Background: an optimization exercise with open tools, aiming at a short achievable clock period and few clock cycles. Do not read the settings as production practice. The RTL was checked by simulation tests, not by an equivalence proof against the original design. The flow treats the clock pin as an ideal source, which a real chip does not have. No activity file was given, so power comes from the tool's default toggle rates.

## the previous run
Design riscv_core, start of the top module:
module riscv_core #(
  parameter rv_pkg::word_t RESET_PC = 32'h0
) (
  input  logic  sys_clk,
  input  logic  reset_n,
  output rv_pkg::word_t imem_addr,
  input  rv_pkg::word_t imem_read_data,
  output logic  dmem_read_cmd_valid,
  output logic  dmem_write_cmd_valid,
  output rv_pkg::word_t dmem_addr,
  output rv_pkg::word_t dmem_write_data,
  input  rv_pkg::word_t dmem_read_data
);
  localparam int N = rv_pkg::A_N;
  logic          fetch_valid;    
  logic          skid_valid;     
  rv_pkg::word_t skid;
  rv_pkg::word_t f_instr;
  logic          stall;
  assign f_instr = skid_valid ? skid : imem_read_data;
  logic              f_is_instr, f_is_load, f_is_store, f_reg_write, f_use_imm;
  logic              f_use1, f_use2;
  rv_pkg::reg_addr_t f_rs1, f_rs2, f_rd;
  logic [N-1:0]      f_alu_sel;
  rv_pkg::word_t     f_imm;
  fetch_decode i_fetch_decode (
    .instr     (f_instr),
    .is_instr  (f_is_instr),
    .is_load   (f_is_load),
    .is_store  (f_is_store),
    .reg_write (f_reg_write),
    .use_imm   (f_use_imm),
    .rs1       (f_rs1),
    .rs2       (f_rs2),
    .use_rs1   (f_use1),
    .use_rs2   (f_use2),
    .rd        (f_rd),
    .alu_sel   (f_alu_sel),
    .imm       (f_imm)
  );
  ...
Settings: LEC_CHECK=0, ABC_CLOCK_PERIOD_IN_PS=2500, CAP_MARGIN=20, CORE_MARGIN=2, CORE_UTILIZATION=40, SETUP_SLACK_MARGIN=4.5, SLEW_MARGIN=20; clock period 7.6 ns.
standard.sh (not shown) runs the stock make flow with config.mk's settings and CLKGATE_MAP_FILE= SYNTH_SCRIPT=/design/flow/synth_recipe.tcl, a recipe that flattens the netlist after the stock synthesis.
==> flow/flow/run.sh <==
#!/bin/bash
# The standard layout, with more timing repair: after the usual repair_timing call in CTS and in
# global routing, repair_timing runs again for setup (the same margin), then once more for hold.
# Everything else is the standard flow (standard.sh), including its synthesis.
set -euo pipefail
W=$(pwd)
bash standard.sh finish PRE_CTS_TCL="$W/flow/more_repair.tcl" \
  PRE_GLOBAL_ROUTE_TCL="$W/flow/more_repair.tcl" > "$W/orfs_make.log" 2>&1
==> flow/flow/more_repair.tcl <==
# Sourced by ORFS's cts.tcl and global_route.tcl before their timing repair. Replaces
# repair_timing_helper (scripts/util.tcl) with one that makes the same call and then repeats
# the setup repair, which often gets further from where the first call stopped.
proc repair_timing_helper { args } {
  set additional_args {}
  append_env_var additional_args SETUP_SLACK_MARGIN -setup_margin 1
  append_env_var additional_args HOLD_SLACK_MARGIN -hold_margin 1
  append_env_var additional_args SETUP_MOVE_SEQUENCE -sequence 1
  append_env_var additional_args TNS_END_PERCENT -repair_tns 1
  append_env_var additional_args SKIP_PIN_SWAP -skip_pin_swap 0
  append_env_var additional_args SKIP_GATE_CLONING -skip_gate_cloning 0
  append_env_var additional_args SKIP_BUFFER_REMOVAL -skip_buffer_removal 0
  append_env_var additional_args SKIP_LAST_GASP -skip_last_gasp 0
  append_env_var additional_args SKIP_VT_SWAP -skip_vt_swap 0
  append_env_var additional_args SKIP_CRIT_VT_SWAP -skip_crit_vt_swap 0
  append_env_var additional_args MATCH_CELL_FOOTPRINT -match_cell_footprint 0
  lappend additional_args {*}$args -verbose
  log_cmd repair_timing {*}$additional_args

  set setup_args {}
  append_env_var setup_args SETUP_SLACK_MARGIN -setup_margin 1
  append_env_var setup_args MATCH_CELL_FOOTPRINT -match_cell_footprint 0
  for {set i 0} {$i < 3} {incr i} {
    log_cmd repair_timing -setup {*}$setup_args -repair_tns 100 -verbose
  }
  set hold_args {}
  append_env_var hold_args HOLD_SLACK_MARGIN -hold_margin 1
  append_env_var hold_args MATCH_CELL_FOOTPRINT -match_cell_footprint 0
  log_cmd repair_timing -hold {*}$hold_args -verbose
}
Testbench counts of the previous run, summed over its fixed seeds: cycles 12,194.
Here is what was changed in the inputs of the current run compared with the previous run.
==> flow/run.sh (new file) <==
#!/bin/bash
# synth_recipe.tcl (not shown) runs the flow's synth.tcl, then flattens the netlist and writes it again
# the make line also repeats each setting of config.mk as NAME=value (left out here)
make -C /OpenROAD-flow-scripts/flow DESIGN_CONFIG=/design/flow/config.mk WORK_HOME=/design/flow/orfs CLKGATE_MAP_FILE= SYNTH_SCRIPT=/design/flow/synth_recipe.tcl finish
removed: flow/flow/run.sh
removed: flow/flow/more_repair.tcl
removed: flow/standard.sh
The current run: PASS, flow complete, no timing, DRC or antenna violations. Lower routed length on met1 among the previous run and the current run: the current run. Against the previous run, the current run comes in about 0.6% lower on final design instance area without fill. When the current run is measured against the previous run, its fraction of power consumed by combinational cells turns out 0.3 points lower. Looking at setup slack, the current run sits above the previous run. On total power, the previous run and the current run are basically level. Share of the core filled with cells (higher): the previous run. Global-route usage over all layers of the previous run is on par with the current run.

afterwards: timing with drivers on the ports:
No port has a modelled driver above. Below, the same layouts with a new extraction and two added sets of constraints. Step 1 sets driving cells, clkbuf_16 on the clock port and buf_2 on the other inputs (assumed; they add their load-dependent delay and slew). Step 2 moves the port delays by t, midway between the first and last clock arrival at a register: inputs arrive t later, outputs are due t later. That takes back most of the time a late clock gives input paths. a / b / c = ideal ports / drivers / drivers and shift; a / b = the first two.
run | shift t [ns] | setup WS [ns] | worst slew at a driven data input, ns
the previous run | 0.917 | 3.996 / 4.023 / 3.136 | 0.08
the current run | 0.920 | 4.160 / 4.160 / 3.520 | 0.08
After both steps setup and hold are still met in every run listed. For the previous run, which loses most, drivers alone change the setup slack by +0.027 ns; drivers and shift together by -0.860 ns.
